From an optimization exercise on the open Yosys and OpenROAD flow, aimed at small area, a short achievable clock period and few clock cycles; shortcuts taken in it are not production practice. Where RTL was checked, it was by simulation tests only, not by an equivalence proof against the original. The RTL of runs 1 and 2 was laid out without a check of its function. Power and IR drop assume default switching activity.

==> flow/config.mk <==
export PLATFORM = sky130hd
export DESIGN_NAME = lsu_top
export DESIGN_NICKNAME = lsu_top
export VERILOG_FILES = /design/flow/design.v
export SDC_FILE = /design/flow/constraint.sdc
export NUM_CORES = 4
export LEC_CHECK = 0
export CAP_MARGIN = 20
export CORE_MARGIN = 2
export CORE_UTILIZATION = 40
export SETUP_SLACK_MARGIN = 4.5
export SLEW_MARGIN = 20
==> flow/constraint.sdc <==
create_clock -name core_clock -period 8.0 [get_ports {clk}]
set_input_delay 1.6000 -clock core_clock [delete_from_list [all_inputs] [get_ports {clk}]]
set_output_delay 1.6000 -clock core_clock [all_outputs]
set_load 0.01 [all_outputs]
==> flow/design.v <==
package pipeline;
  localparam int XLEN = 64;
  typedef struct packed {
    logic [2:0]      funct3;
    logic            mm_re;
    logic            mm_we;
    logic            atomic;
    logic [4:0]      funct5;
    logic [XLEN-1:0] mm_addr;
    logic [4:0]      rd_addr;
    logic [XLEN-1:0] data;
  } memory_signals;
endpackage
module lsu #(
  parameter int XLEN = pipeline::XLEN
) (
  input  logic                  clk,
  input  logic                  reset,
  input  logic                  in_valid,
  output logic                  in_ready,
  input  pipeline::memory_signals signals_in,
  output logic                  dbus_req,
  output logic                  dbus_we,
  output logic [XLEN-1:0]       dbus_addr,
  output logic [XLEN/8-1:0]     dbus_sel,
  output logic [XLEN-1:0]       dbus_wdata,
  input  logic                  dbus_ack,
  input  logic [XLEN-1:0]       dbus_rdata,
  output logic                  wb_valid,
  output logic                  wb_we,
  output logic [4:0]            wb_rd_addr,
  output logic [XLEN-1:0]       wb_rd_data,
  output logic                  misaligned
);
  logic [2:0]  f3;
  logic [4:0]  f5;
  logic [63:0] addr, data;
  logic        amo_wr_q;
  logic [63:0] old_q, res_q;
  logic        resv_valid_q;
  logic [60:0] resv_tag_q;
  logic        is_mem, is_lr, is_sc, is_amo, is_store, is_load, mis, sc_ok, need_bus, accept;
  logic [2:0]  lane;
  logic [63:0] load_ext, rep;
  assign f3   = signals_in.funct3;
  assign f5   = signals_in.funct5;
  assign addr = signals_in.mm_addr;
  assign data = signals_in.data;
  assign lane = addr[2:0];
  always_comb begin
    is_mem   = signals_in.mm_re | signals_in.mm_we | signals_in.atomic;
    is_lr    = signals_in.atomic & ~signals_in.mm_we;
    is_sc    = signals_in.atomic & ~signals_in.mm_re;
    is_amo   = signals_in.atomic & signals_in.mm_re & signals_in.mm_we;
    is_store = signals_in.mm_we & ~signals_in.atomic;
    is_load  = signals_in.mm_re & ~signals_in.mm_we;
    case (f3[1:0])
      2'b01:   mis = lane[0];
      2'b10:   mis = |lane[1:0];
      2'b11:   mis = |lane[2:0];
      default: mis = 1'b0;
    endcase
    sc_ok    = resv_valid_q & (resv_tag_q == addr[63:3]);
    need_bus = in_valid & is_mem & ~mis & ~(is_sc & ~sc_ok);
    in_ready = ~need_bus | (dbus_ack & (~is_amo | amo_wr_q));
    accept   = in_valid & in_ready;
  end
  logic [7:0]  ld_b0, ld_b1;
  logic [15:0] ld_h1;
  logic        ld_sign, ld_fill;
  always_comb begin
    ld_b0 = dbus_rdata[{lane, 3'b000} +: 8];
    ld_b1 = dbus_rdata[{lane[2:1], 4'b1000} +: 8];
    ld_h1 = lane[2] ? dbus_rdata[63:48] : dbus_rdata[31:16];
    case (f3[1:0])
      2'b00:   ld_sign = ld_b0[7];
      2'b01:   ld_sign = ld_b1[7];
      default: ld_sign = ld_h1[15];
    endcase
    ld_fill  = ~f3[2] & ld_sign;
    load_ext = {(f3[1:0] == 2'b11) ? dbus_rdata[63:32] : {32{ld_fill}},
                f3[1]              ? ld_h1             : {16{ld_fill}},
                (f3[1:0] != 2'b00) ? ld_b1             : {8{ld_fill}},
                ld_b0};
  end
  always_comb begin
    case (f3[1:0])
      2'b00:   rep = {8{data[7:0]}};
      2'b01:   rep = {4{data[15:0]}};
      2'b10:   rep = {2{data[31:0]}};
      default: rep = data;
    endcase
  end
  logic        w_op, minmax, uns, mx, ga, gb, c32, c64, lt_lo, lt_hi, pick_lo, pick_hi;
  logic [63:0] b, bx;
  logic [66:0] sum;
  logic [63:0] amo_res;
  always_comb begin
    w_op   = ~f3[0];
    minmax = f5[4];
    uns    = f5[3];
    mx     = f5[2];
    b      = w_op ? {data[31:0], data[31:0]} : data;
    bx     = minmax ? ~b : b;
    ga     = w_op ? minmax : 1'b1;
    gb     = w_op ? minmax : 1'b0;
    sum    = {1'b0, dbus_rdata[63:32], ga, dbus_rdata[31:0], 1'b1}
           + {1'b0, bx[63:32], gb, bx[31:0], minmax};
    c32    = sum[33] ^ ga ^ gb;
    c64    = sum[66];
    lt_lo  = (~uns & (dbus_rdata[31] ^ b[31])) ? dbus_rdata[31] : ~c32;
    lt_hi  = (~uns & (dbus_rdata[63] ^ b[63])) ? dbus_rdata[63] : ~c64;
    pick_lo = (w_op ? lt_lo : lt_hi) ^ mx;    
    pick_hi = lt_hi ^ mx;
    if (minmax) begin
      amo_res = {pick_hi ? dbus_rdata[63:32] : b[63:32], pick_lo ? dbus_rdata[31:0] : b[31:0]};
    end else if (f5[0]) begin
      amo_res = b;
    end else begin
      case (f5[3:2])
        2'b00:   amo_res = {sum[65:34], sum[32:1]};
        2'b01:   amo_res = dbus_rdata ^ b;
        2'b11:   amo_res = dbus_rdata & b;
        default: amo_res = dbus_rdata | b;
      endcase
    end
  end
  always_comb begin
    dbus_req   = need_bus;
    dbus_we    = is_store | is_sc | (is_amo & amo_wr_q);
    dbus_addr  = {addr[63:3], 3'b000};
    case (f3[1:0])
      2'b00:   dbus_sel = 8'h01 << lane;
      2'b01:   dbus_sel = 8'h03 << lane;
      2'b10:   dbus_sel = 8'h0f << lane;
      default: dbus_sel = 8'hff;
    endcase
    dbus_wdata = amo_wr_q ? res_q : rep;
    wb_valid   = accept;
    wb_rd_addr = signals_in.rd_addr;
    misaligned = is_mem & mis;
    wb_we      = (signals_in.rd_addr != 5'd0) & ~(is_mem & mis) & ~is_store;
    wb_rd_data = ({64{~is_mem}} & data)
               | ({64{is_load & ~mis}} & load_ext)
               | ({64{is_amo & ~mis}} & old_q)
               | {63'd0, is_sc & ~mis & ~sc_ok};
  end
  always_ff @(posedge clk) begin
    if (reset) begin
      amo_wr_q     <= 1'b0;
      resv_valid_q <= 1'b0;
    end else begin
      if (need_bus & is_amo & dbus_ack) amo_wr_q <= ~amo_wr_q;
      if (accept & is_sc) resv_valid_q <= 1'b0;
      if (accept & is_lr & ~mis) resv_valid_q <= 1'b1;
    end
  end
  always_ff @(posedge clk) begin
    if (accept & is_lr & ~mis) resv_tag_q <= addr[63:3];
    if (~amo_wr_q) begin
      old_q <= load_ext;
      res_q <= amo_res;
    end
  end
endmodule
module lsu_top (
  input  logic        clk,
  input  logic        reset,
  input  logic        in_valid,
  output logic        in_ready,
  input  logic [2:0]  in_funct3,
  input  logic        in_mm_re,
  input  logic        in_mm_we,
  input  logic        in_atomic,
  input  logic [4:0]  in_funct5,
  input  logic [63:0] in_addr,
  input  logic [4:0]  in_rd_addr,
  input  logic [63:0] in_data,
  output logic        dbus_req,
  output logic        dbus_we,
  output logic [63:0] dbus_addr,
  output logic [7:0]  dbus_sel,
  output logic [63:0] dbus_wdata,
  input  logic        dbus_ack,
  input  logic [63:0] dbus_rdata,
  output logic        wb_valid,
  output logic        wb_we,
  output logic [4:0]  wb_rd_addr,
  output logic [63:0] wb_rd_data,
  output logic        misaligned
);
  pipeline::memory_signals sig;
  assign sig.funct3  = in_funct3;
  assign sig.mm_re   = in_mm_re;
  assign sig.mm_we   = in_mm_we;
  assign sig.atomic  = in_atomic;
  assign sig.funct5  = in_funct5;
  assign sig.mm_addr = in_addr;
  assign sig.rd_addr = in_rd_addr;
  assign sig.data    = in_data;
  lsu u_lsu (
    .clk(clk), .reset(reset), .in_valid(in_valid), .in_ready(in_ready),
    .signals_in(sig), .dbus_req(dbus_req), .dbus_we(dbus_we),
    .dbus_addr(dbus_addr), .dbus_sel(dbus_sel), .dbus_wdata(dbus_wdata),
    .dbus_ack(dbus_ack), .dbus_rdata(dbus_rdata), .wb_valid(wb_valid),
    .wb_we(wb_we), .wb_rd_addr(wb_rd_addr), .wb_rd_data(wb_rd_data),
    .misaligned(misaligned)
  );
endmodule
==> flow/run.sh <==
#!/bin/bash
# synth_recipe.tcl (not shown) runs the flow's synth.tcl, then flattens the netlist and writes it again
# the make line also repeats each setting of config.mk as NAME=value (left out here)
make -C /OpenROAD-flow-scripts/flow DESIGN_CONFIG=/design/flow/config.mk WORK_HOME=/design/flow/orfs CLKGATE_MAP_FILE= SYNTH_SCRIPT=/design/flow/synth_recipe.tcl finish
==> flow_metrics.tcl, run 1 <==
set metrics [dict create \
    synth-adder-area-share 0.116 \
    yosys_register_bits 191 \
    fmax_ghz 0.182 \
    r2r_start "u_lsu.resv_tag_q[5]$_DFFE_PP_" \
    multi_input_area_sq_um 16300 \
    p_leak_uw 0.0146 \
    coreArea_sq_um 52700 \
    detail_route.wl_per_cell_um 31.9 \
    postCtsHoldBufs 0 \
    synth_top_area_frac 0.266 \
    place_area_sq_um 26000 \
    row_count 84 \
    syn-cell-area_sq_um 21300 \
    hold_depth 2 \
    antenna_found_initial 14 \
    crit_arrival_ps 3890 \
    fin_area_sq_um 33000 \
    crit_family "simple AND/OR/NAND/NOR gates" \
    pin_count 423 \
    htreeDepth 4 \
    synth_xor_area_frac 0.0694 \
    numCtsBuffers 17 \
    path_cells "buf_12 > clkinvlp_4 > buf_6 > ha_4 > or2_4 > nor2_4 > nor3_4 > nor2_4 > and2_4 > buf_6 > a222oi_1 > inv_1 > buf_2" \
    cpPeakStageDelay_ps 620 \
    setup_viol 0 \
    yosys_most_used_dff "edfxtp_1" \
    drtPass1Iterations 10 \
    hold_violations 0 \
    drt-total-wl_mm 124 \
    cts_buffer_depth 2 \
    cts_tree "built" \
    critPathLaunchType "input pin" \
    synthTopCellsByCount "nand2_1, inv_1, a21oi_1" \
    synth_top_family_by_area "compound AO/OA/AOI/OAI gates" \
    holdWs_ps 538 \
    drive_gt1_frac 0.402 \
    fin_crit_ps 5490 \
    grt_start_max_net_pins 86 \
    regArea_sq_um 5720 \
    tns_ps 0 \
    finish.utilization 0.627 \
    drv_slew 0 \
    setup.worst_path.class "input pin to primary output" \
    hold_path_class "flop to flop" \
    power_density_nw_per_um2 151 \
    reg2regPathDepth 11 \
    dp_hpwl_mm 82.6 \
    ys_seq_area_frac 0.268 \
    clock_latency_ps 490 \
    clock_sinks 191 \
    synth_cells 2582 \
    path_buf_inv 6 \
    grt_use_total 0.420 \
    die_h_um 235 \
    via_per_inst 6.53 \
    ys_async_sr_fraction 0 \
    synth.most_common_cell "nand2_1" \
    route.detailed.drc 0 \
    r2r-end "u_lsu.resv_tag_q[34]$_DFFE_PP_" \
    hold_start "u_lsu.resv_valid_q$_SDFFE_PP0P_" \
    die_area_sq_um 55200 \
    drt_iter0_drc 4137 \
    skew_ps 14.8 \
    yosys.cell_types.count 82 \
    synth_compound_area_frac 0.262 \
    grt_pass1_vias 23373 \
    syn_area_per_cell_sq_um 8.26 \
    n_fill_cell 4317 \
    slew_headroom 0.196 \
    nets 3579 \
    synth.area.top_cells "edfxtp_1, ha_1, nand2_1, a21oi_1, o21ai_0" \
    finalCritPeriodShare 0.686 \
    outcome "timing/DRC/antenna clean" \
    critPathRequiredTime_ps 6400 \
    synth_top_cell_by_area "edfxtp_1" \
    yosys.area_share.simple 0.114 \
    worstPathMaxFanout 5 \
    vdd_ir_drop_max_v 0.000184 \
    hold_end "u_lsu.resv_valid_q$_SDFFE_PP0P_" \
    initial_core_util 0.405 \
    cap_violations 0 \
    crit_slowest_cell "a222oi_1" \
    synth_warnings 1 \
    synth_enable_flop_cells 189 \
    grt_pass1_wl_mm 169 \
    crit_path_end_kind "primary output" \
    syn2layout_area_growth_pct 54.9 \
    fp.dieW_um 235 \
    p_total_uw 4980 \
    rsz0062_at_grt "true" \
    port_buffers 418 \
    clk_pin_slew_ps 70 \
    ant_nets 0 \
    grt-ovfl-total 0 \
    rrSetupSlack_ps 5160 \
    root_buffer "clkbuf_16" \
    routabilityCongestion 1.00 \
    muxShareOfSynthArea 0.0657 \
    num_vias 25318 \
    tightest_slew_ps 1200 \
]
## sequential cells by signal (all words and copies together) (netlist names)
name / flops
u_lsu.amo_wr_q: 1
u_lsu.old_q: 64
u_lsu.res_q: 64
u_lsu.resv_tag_q: 61
u_lsu.resv_valid_q: 1
## logic make-up after synthesis
kind of cell / after synthesis
AO/OA/AOI/OAI: 853
AND/OR/NAND/NOR: 554
buffers and inverters: 519
adder cells (fa/ha/maj): 197
flip-flops: 191
XOR/XNOR: 166
multiplexers: 101
other: 1
## worst max-delay path by stage
stage / from / endpoint / cells after the start
2_1_floorplan: in_funct3[0] / u_lsu.res_q[30]$_DFFE_PN_ / 19
3_3_place_gp: in_funct3[1] / wb_rd_data[27] / 12
3_5_place_dp: in_funct3[1] / wb_rd_data[27] / 12
4_1_cts: in_addr[43] / wb_valid / 10
5_1_grt: in_funct3[0] / wb_rd_data[27] / 13
6_report: in_funct3[0] / wb_rd_data[27] / 13
## tightest hold or removal path: stages (launching register included)
cell and delay [ps]:
dfxtp_1 330, a21oi_2 110, nor2_1 50
## metal layers
layer  global-route usage  wire [um]
met5              0.00346         88
met4                0.294      11100
met3                0.137      17300
met2                0.612      51700
met1                0.523      43500
## cell usage in the layout (no fill, tap or decap), types with 31 or more instances in the layout
cell type | Yosys | routed
o21ai_1 | 1 | 33
edfxtp_1 | 189 | 189
ha_1 | 197 | 158
xor2_1 | 63 | 60
nand2_2 | 0 | 50
a22oi_1 | 58 | 37
a21o_1 | 81 | 79
inv_1 | 233 | 210
o21ai_2 | 1 | 62
xnor2_1 | 101 | 92
a211oi_1 | 36 | 31
dlygate4sd2_1 | 0 | 60
a21oi_1 | 216 | 151
buf_4 | 70 | 231
o21ai_0 | 209 | 91
a222oi_1 | 37 | 37
nor2_1 | 115 | 94
a21oi_2 | 0 | 45
nand4_1 | 46 | 46
buf_2 | 4 | 153
mux2i_1 | 69 | 56
o211ai_1 | 35 | 35
mux4_2 | 31 | 31
buf_6 | 2 | 235
buf_12 | 0 | 47
nand2_1 | 296 | 228
## what timing repair did
action | CTS | global route
gates cloned | 42 | 4
setup endpoints to repair | 390 | 271
buffers inserted | 220 | 89
gates resized for setup | 2112 | 312
pin swaps | 206 | 161
## stage by stage
stage                     setup slack [ps]  instances
after floorplan                       2650       2584
after global placement                1170       3484
after detailed placement              1180       3484
after CTS                             2620       3778
after global routing                  2530       3872
final                                 2510       3877
## layout make-up
type | count | area share
inverter | 234 | 0.0293
clock inverter | 15 | 0.00451
antenna | 6 | 0.000455
sequential | 191 | 0.173
clock buffer | 17 | 0.0129
tap | 688 | 0.0261
multi-input combinational | 1885 | 0.493
timing repair buffer | 841 | 0.260
## power breakdown
part / switching (uW) / total (uW) / internal (uW)
clock: 470 / 910 / 441
sequential: 38.9 / 1270 / 1230
combinational: 1560 / 2800 / 1240
==> run 2, diff against run 1 <==
--- a/flow/config.mk
+++ b/flow/config.mk
@@ -10,3 +10,3 @@
 export CORE_UTILIZATION = 40
-export SETUP_SLACK_MARGIN = 4.5
+export SETUP_SLACK_MARGIN = 3.5
 export SLEW_MARGIN = 20
==> run 2 against run 1 <==
  * Still clean
  * Maximum frequency shrank 4.7%
  * Power decreased by 2.0%
  * Wire length down 1.5%
==> flow_metrics.tcl, run 2 <==
set metrics [dict create \
    yosys.cell_types.count 82 \
    root_buffer "clkbuf_16" \
    clock_latency_ps 460 \
    drv_slew 0 \
    numCtsBuffers 17 \
    detail_route.wl_per_cell_um 32.0 \
    syn-cell-area_sq_um 21300 \
    drtPass1Iterations 13 \
    crit_arrival_ps 4160 \
    postCtsHoldBufs 0 \
    rsz0062_at_grt "true" \
    hold_path_class "flop to flop" \
    place_area_sq_um 25800 \
    grt_use_total 0.414 \
    power_density_nw_per_um2 149 \
    setup.worst_path.class "input pin to primary output" \
    tns_ps 0 \
    path_cells "buf_12 > clkinvlp_4 > buf_12 > ha_4 > buf_6 > buf_6 > buf_8 > nor2b_4 > buf_6 > buf_6 > a222oi_1 > a21oi_1 > buf_2" \
    hold_end "u_lsu.resv_valid_q$_SDFFE_PP0P_" \
    via_per_inst 6.55 \
    crit_path_end_kind "primary output" \
    layout_commonest_cell "nand2_1" \
    fmax_ghz 0.174 \
    setup_viol 0 \
    critPathLaunchType "input pin" \
    drt_iter0_drc 3831 \
    synth_top_area_frac 0.266 \
    fin_crit_ps 5760 \
    cts_tree "built" \
    routabilityCongestion 1.03 \
    most-common-layout-cells "nand2_1, inv_1, buf_4, edfxtp_1, ha_1" \
    r2r_start "u_lsu.amo_wr_q$_SDFFE_PP0P_" \
    cpPeakStageDelay_ps 910 \
    synth.most_common_cell "nand2_1" \
    ys_seq_area_frac 0.268 \
    syn_area_per_cell_sq_um 8.26 \
    grt_pass1_vias 22748 \
    clock_sinks 191 \
    reg2regPathDepth 6 \
    ant_nets 0 \
    clk_pin_slew_ps 70 \
    htreeDepth 4 \
    grt_start_max_net_pins 102 \
    port_buffers 418 \
    p_total_uw 4880 \
    place_inst 3482 \
    slew_headroom 0.163 \
    vdd_ir_drop_max_v 0.000123 \
    die_area_sq_um 55200 \
    drt-total-wl_mm 122 \
    route.detailed.drc 0 \
    synthTopCellsByCount "nand2_1, inv_1, a21oi_1" \
    synth_enable_flop_cells 189 \
    synth_warnings 1 \
    stdcell_count 3812 \
    finalCritPeriodShare 0.720 \
    tightest_slew_ps 1260 \
    critPathRequiredTime_ps 6400 \
    drive_gt1_frac 0.338 \
    outcome "timing/DRC/antenna clean" \
    die_h_um 235 \
    top_regs "u_lsu.old_q: 64 flops, u_lsu.res_q: 64 flops, u_lsu.resv_tag_q: 61 flops" \
    r2r-end "u_lsu.resv_tag_q[3]$_DFFE_PP_" \
    dp_hpwl_mm 82.9 \
    p_leak_uw 0.0144 \
    hold_depth 2 \
    cts_buffer_depth 2 \
    rrSetupSlack_ps 4720 \
    grt-ovfl-total 0 \
    hold_violations 0 \
    fp.dieW_um 235 \
    worstPathMaxFanout 7 \
    antenna_found_initial 12 \
    coreArea_sq_um 52700 \
    syn2layout_area_growth_pct 53.3 \
    grt_pass1_wl_mm 166 \
    skew_ps 17.6 \
    cap_violations 0 \
    initial_core_util 0.405 \
    nets 3511 \
    yosys_most_used_dff "edfxtp_1" \
    synth_cells 2582 \
    yosys_register_bits 191 \
    crit_slowest_cell "a222oi_1" \
    fin_area_sq_um 32700 \
    synth_top_cell_by_area "edfxtp_1" \
    pin_count 423 \
    row_count 84 \
    hold_start "u_lsu.resv_valid_q$_SDFFE_PP0P_" \
    num_vias 24967 \
    crit_top_cell "buf_6" \
    ys_async_sr_fraction 0 \
    synth.area.top_cells "edfxtp_1, ha_1, nand2_1, a21oi_1, o21ai_0" \
]
==> run 2: kinds of logic (layout without fill, tap and decap cells) <==
kind of cell | Yosys count | after routing | synth area share
fa+ha+maj | 197 | 197 | 0.116
compound gates | 853 | 853 | 0.262
buf+inv | 519 | 1049 | 0.105
flops | 191 | 191 | 0.268
mux | 101 | 101 | 0.0657
xor+xnor | 166 | 166 | 0.0694
simple gates | 554 | 554 | 0.114
other cells | 1 | 13 | 0.000176
==> run 2: timing repair <==
action / CTS / global route
setup endpoints to repair: 268 / 201
resized for setup: 1256 / 416
buffers inserted: 170 / 81
pin swaps: 174 / 166
gates cloned: 31 / 7
==> run 2: worst max-delay path by stage <==
stage	startpoint	end	slack (ps)	cells after the start
global placement	in_data[1]	u_lsu.res_q[63]$_DFFE_PN_	1110	15
CTS	in_addr[43]	wb_valid	2640	10
global route	in_funct3[0]	dbus_wdata[49]	2280	13
finish	in_funct3[0]	dbus_wdata[49]	2240	13
detailed placement	in_data[1]	u_lsu.res_q[63]$_DFFE_PN_	1080	15
floorplan	in_funct3[0]	u_lsu.res_q[30]$_DFFE_PN_	2650	19
==> run 2: final cells by class <==
cell class	count	area, sq um
Fill cell	4377	20000
Multi-Input combinational cell	1874	16300
Timing Repair Buffer	784	8360
Sequential cell	191	5720
Inverter	234	920
Tap cell	688	861
Clock buffer	17	425
Clock inverter	14	118
Antenna cell	10	25.0
==> run 2: power by group <==
part | total (uW) | leakage, uW | switching (uW) | internal (uW)
clock | 849 | 0.000261 | 422 | 426
sequential | 1270 | 0.00195 | 37.2 | 1230
combinational | 2770 | 0.0122 | 1550 | 1210
==> run 2: per-stage QoR <==
step / hold slack (ps) / utilization / setup slack, ps
final: 523 / 0.621 / 2240
after global routing: 576 / 0.621 / 2280
after CTS: 535 / 0.582 / 2640
after detailed placement: 522 / 0.490 / 1080
after global placement: 499 / 0.490 / 1110
after floorplan: 450 / - / 2650
==> run 2: metal layers <==
metal	track usage	part of all wire	wire length, um
met5	0.0173	0.0015	184
met4	0.259	0.081	9890
met3	0.151	0.14	17400
met1	0.514	0.36	43600
met2	0.607	0.42	50800
==> run 2: critical path, delay by kind of cell <==
| kind | cells | cell delay (ps) |
|---|---|---|
| adders and majority gates | 1 | 180 |
| buffers and inverters | 9 | 1150 |
| AOI/OAI and AO/OA | 2 | 1050 |
| and+or+nand+nor | 1 | 150 |
==> run 3, diff against run 2 <==
--- a/flow/design.v
+++ b/flow/design.v
@@ -43,3 +43,3 @@
   logic [2:0]  lane;
-  logic [63:0] load_ext, rep;
+  logic [63:0] rshift, load_ext, rep;
   assign f3   = signals_in.funct3;
@@ -67,19 +67,10 @@
   end
-  logic [7:0]  ld_b0, ld_b1;
-  logic [15:0] ld_h1;
-  logic        ld_sign, ld_fill;
-  always_comb begin
-    ld_b0 = dbus_rdata[{lane, 3'b000} +: 8];
-    ld_b1 = dbus_rdata[{lane[2:1], 4'b1000} +: 8];
-    ld_h1 = lane[2] ? dbus_rdata[63:48] : dbus_rdata[31:16];
-    case (f3[1:0])
-      2'b00:   ld_sign = ld_b0[7];
-      2'b01:   ld_sign = ld_b1[7];
-      default: ld_sign = ld_h1[15];
-    endcase
-    ld_fill  = ~f3[2] & ld_sign;
-    load_ext = {(f3[1:0] == 2'b11) ? dbus_rdata[63:32] : {32{ld_fill}},
-                f3[1]              ? ld_h1             : {16{ld_fill}},
-                (f3[1:0] != 2'b00) ? ld_b1             : {8{ld_fill}},
-                ld_b0};
+  always_comb begin
+    rshift = dbus_rdata >> {lane, 3'b000};
+    case (f3[1:0])
+      2'b00:   load_ext = {{56{~f3[2] & rshift[7]}}, rshift[7:0]};
+      2'b01:   load_ext = {{48{~f3[2] & rshift[15]}}, rshift[15:0]};
+      2'b10:   load_ext = {{32{~f3[2] & rshift[31]}}, rshift[31:0]};
+      default: load_ext = rshift;
+    endcase
   end
@@ -93,5 +84,6 @@
   end
-  logic        w_op, minmax, uns, mx, ga, gb, c32, c64, lt_lo, lt_hi, pick_lo, pick_hi;
+  logic        w_op, minmax, uns, mx, c32, c64, lt_lo, lt_hi, lt_d, pick_lo, pick_hi;
   logic [63:0] b, bx;
-  logic [66:0] sum;
+  logic [32:0] sum_lo;
+  logic [32:0] sum_hi;
   logic [63:0] amo_res;
@@ -104,11 +96,10 @@
     bx     = minmax ? ~b : b;
-    ga     = w_op ? minmax : 1'b1;
-    gb     = w_op ? minmax : 1'b0;
-    sum    = {1'b0, dbus_rdata[63:32], ga, dbus_rdata[31:0], 1'b1}
-           + {1'b0, bx[63:32], gb, bx[31:0], minmax};
-    c32    = sum[33] ^ ga ^ gb;
-    c64    = sum[66];
+    sum_lo = {1'b0, dbus_rdata[31:0]} + {1'b0, bx[31:0]} + 33'(minmax);
+    c32    = sum_lo[32];
+    sum_hi = {1'b0, dbus_rdata[63:32]} + {1'b0, bx[63:32]} + 33'(w_op ? minmax : c32);
+    c64    = sum_hi[32];
     lt_lo  = (~uns & (dbus_rdata[31] ^ b[31])) ? dbus_rdata[31] : ~c32;
     lt_hi  = (~uns & (dbus_rdata[63] ^ b[63])) ? dbus_rdata[63] : ~c64;
-    pick_lo = (w_op ? lt_lo : lt_hi) ^ mx;    
+    lt_d   = lt_hi;
+    pick_lo = (w_op ? lt_lo : lt_d) ^ mx;    
     pick_hi = lt_hi ^ mx;
@@ -120,3 +111,3 @@
       case (f5[3:2])
-        2'b00:   amo_res = {sum[65:34], sum[32:1]};
+        2'b00:   amo_res = {sum_hi[31:0], sum_lo[31:0]};
         2'b01:   amo_res = dbus_rdata ^ b;
--- a/flow/config.mk
+++ b/flow/config.mk
@@ -10,3 +10,3 @@
 export CORE_UTILIZATION = 40
-export SETUP_SLACK_MARGIN = 3.5
+export SETUP_SLACK_MARGIN = 0.2
 export SLEW_MARGIN = 20
==> run 3 against run 2 <==
  * Largest cell class unchanged
  * Sequential power about the same
  * Cell area down 19%
  * Clock skew down 4.4 ps
  * Still clean on timing, DRC and antenna
  * Hold slack better by 24 ps
==> flow_metrics.tcl, run 3 <==
set metrics [dict create \
    cap_violations 0 \
    synthTopCellsByCount "nand2_1, o21ai_0, inv_1" \
    n_fill_cell 4994 \
    cpPeakStageDelay_ps 600 \
    top_regs "u_lsu.old_q: 64 flops, u_lsu.res_q: 64 flops, u_lsu.resv_tag_q: 61 flops" \
    synth_warnings 1 \
    syn2layout_area_growth_pct 26.1 \
    synth_enable_flop_cells 189 \
    p_int_uw 2450 \
    switchingPower_uw 1610 \
    drt_iter0_drc 2571 \
    power.share.clock 0.225 \
    clock_sinks 191 \
    seq_power_share 0.314 \
    pin_count 423 \
    antenna_found_initial 5 \
    ctsResizeCount 0 \
    numCtsBuffers 17 \
    setup_viol 0 \
    yosys.cell_types.count 87 \
    dp_hpwl_mm 79.4 \
    ys_async_sr_fraction 0 \
    htreeDepth 4 \
    crit_slowest_cell "clkdlybuf4s50_1" \
    crit_path_end_kind "flop" \
    grt_pass1_wl_mm 142 \
    wl_met3_mm 11.1 \
    drv_slew 0 \
    fmax_ghz 0.135 \
    yosys_register_bits 191 \
    synth_compound_area_frac 0.275 \
    met2WireLength_mm 44.4 \
    setup_slack_ps 573 \
    critPathRequiredTime_ps 8230 \
    worstPathMaxFanout 32 \
    detail_route.wl_per_cell_um 28.2 \
    fp.dieW_um 234 \
    finalCritPeriodShare 0.928 \
    path_buf_inv 6 \
    syn-cell-area_sq_um 21100 \
    met1_length_mm 40.2 \
    rsz0062_at_grt "false" \
    synth.most_common_cell "nand2_1" \
    hold_path_class "flop to flop" \
    root_buffer "clkbuf_16" \
    die_h_um 234 \
    clock_latency_ps 510 \
    synth_top_area_frac 0.269 \
    critPathLaunchType "input pin" \
    p_leak_uw 0.0111 \
    fin_crit_ps 7430 \
    syn_area_per_cell_sq_um 8.23 \
    num_vias 22011 \
    synth_cells 2567 \
    pwr-share-comb 0.461 \
    drt-total-wl_mm 101 \
    postCtsHoldBufs 0 \
    setup.worst_path.class "input pin to flop" \
    layout_commonest_cell "clkdlybuf4s50_1" \
    synth_xor_area_frac 0.0687 \
    crit_arrival_ps 7650 \
    power_density_nw_per_um2 152 \
    crit_family "compound AO/OA/AOI/OAI gates" \
    dpl_worst_slack_ps -74.7 \
    drive_gt1_frac 0.0836 \
    synth.area.top_cells "edfxtp_1, ha_1, o21ai_0, nand2_1, a21oi_1" \
    muxShareOfSynthArea 0.0467 \
    grt-ovfl-total 0 \
    most-common-layout-cells "clkdlybuf4s50_1, nand2_1, o21ai_0" \
    fin_area_sq_um 26600 \
    cts_setup_buffers 0 \
    synth_top_family_by_area "compound AO/OA/AOI/OAI gates" \
    rrSetupSlack_ps 4320 \
    cts_tree "built" \
    initial_core_util 0.404 \
    outcome "timing/DRC/antenna clean" \
    routabilityCongestion 1.00 \
    yosys.area_share.simple 0.125 \
    route.detailed.drc 0 \
    clk_pin_slew_ps 80 \
    yosys_most_used_dff "edfxtp_1" \
    ys_seq_area_frac 0.271 \
    synth_top_cell_by_area "edfxtp_1" \
    coreArea_sq_um 52300 \
    finish.utilization 0.509 \
    skew_ps 13.2 \
    place_area_sq_um 26000 \
    slew_headroom 0.231 \
    synth-adder-area-share 0.118 \
    row_count 84 \
    tns_ps 0 \
    grt_pass1_vias 20723 \
    port_buffers 418 \
    highest_layer "met5" \
    holdWs_ps 547 \
    vdd_ir_drop_max_v 0.000186 \
    die_area_sq_um 54700 \
    drtPass1Iterations 9 \
    swShare 0.396 \
    grt_start_max_net_pins 90 \
    ant_nets 0 \
    hold_violations 0 \
    cts_buffer_depth 2 \
    via_per_inst 6.14 \
    grt_use_total 0.362 \
    nets 3291 \
    tightest_slew_ps 1150 \
]
run 3: cell types whose count changed after synthesis, moves of 20 or more:
cell / before / now
mux2i_1: 69 / 49
clkbuf_1: 190 / 158
a221o_1: 8 / 50
a21o_1: 81 / 36
o21ai_0: 209 / 284
nand2_1: 296 / 347
nand4_1: 46 / 17
inv_1: 233 / 198
a221oi_1: 42 / 18
a22oi_1: 58 / 22
a21oi_1: 216 / 174
run 3: routing by layer:
layer  global-route usage  vias up
met4                0.179        2
li1                     -     9901
met2                0.556     1434
met5                    0        -
met3               0.0962      218
met1                0.469    10456
run 3: final timing paths:
path,startpoint,end,depth (start not counted)
min reg2reg,u_lsu.resv_valid_q$_SDFFE_PP0P_,u_lsu.resv_valid_q$_SDFFE_PP0P_,2
min,u_lsu.resv_valid_q$_SDFFE_PP0P_,u_lsu.resv_valid_q$_SDFFE_PP0P_,2
max,in_data[0],u_lsu.res_q[39]$_DFFE_PN_,28
max reg2reg,u_lsu.resv_tag_q[38]$_DFFE_PP_,u_lsu.resv_valid_q$_SDFFE_PP0P_,11
run 3: kinds of logic after synthesis:
logic type | Yosys count
and+or+nand+nor | 613
muxes | 77
AOI/OAI and AO/OA | 867
adders and majority gates | 198
xor gates and xnor gates | 164
DFF | 191
other | 1
buffers and inverters | 456
run 3: layout make-up:
class | count | area [sq um] | area share
clock buffer | 18 | 429 | 0.0161
multi-input combinational | 1922 | 13500 | 0.506
inverter | 201 | 759 | 0.0285
sequential | 191 | 5720 | 0.215
clock inverter | 14 | 149 | 0.00559
timing repair buffer | 548 | 5240 | 0.197
tap | 688 | 861 | 0.0323
antenna | 2 | 5.00 | 0.000188
run 3: power groups by stage:
stage | Combinational, uW | Sequential, uW | Clock, uW
6_report | 1870 | 1270 | 915
5_1_grt | 2000 | 1280 | 951
4_1_cts | 1820 | 1270 | 926
3_5_place_dp | 1810 | 1290 | 0
3_3_place_gp | 1800 | 1290 | 0
2_1_floorplan | 1020 | 1280 | 0
run 3: through the flow:
step,instances,power [uW]
2_1_floorplan,2569,2300
3_3_place_gp,3549,3090
3_5_place_dp,3549,3110
4_1_cts,3581,4020
5_1_grt,3584,4230
6_report,3584,4060
run 3: worst min-delay path, delay by kind of cell (launching register included):
kind	cells	cell delay, ps
compound gates	1	130
simple gates	1	40
flops	1	340
Testbench counts of run 3, summed over its fixed seeds: cycles 8,236.

-- afterwards: timing with drivers on the ports --
The results above use ideal ports. As a check the final layouts listed here were re-extracted and re-timed, cells and wires unchanged.
Step 1: set_driving_cell puts a clkbuf_16 on clk and a buf_2 on each other input, an assumption about the parent block.
Step 2 adds t to the input delays and takes it off the output delays; t is the mean of the earliest and latest rising clock arrival at the registers after step 1. Input paths then give back, and output paths get back, about the clock's delay inside the block.
Three values: ideal, step 1, step 2; two values: the first two.
| run | t (ns) | setup slack, ns | worst register clock-pin slew, ns | pins driven straight from the clock port |
|---|---|---|---|---|
| run 1 | 0.542 | 2.511 / 2.429 / 2.175 | 0.09 / 0.09 | 1 |
| run 2 | 0.514 | 2.239 / 2.173 / 2.064 | 0.08 / 0.08 | 1 |
| run 3 | 0.560 | 0.573 / 0.587 / 0.027 | 0.09 / 0.09 | 1 |
After both steps setup and hold are still met in every run listed. The setup slack of run 3, which loses most, moves by +0.014 ns with the drivers and by -0.546 ns with both steps.
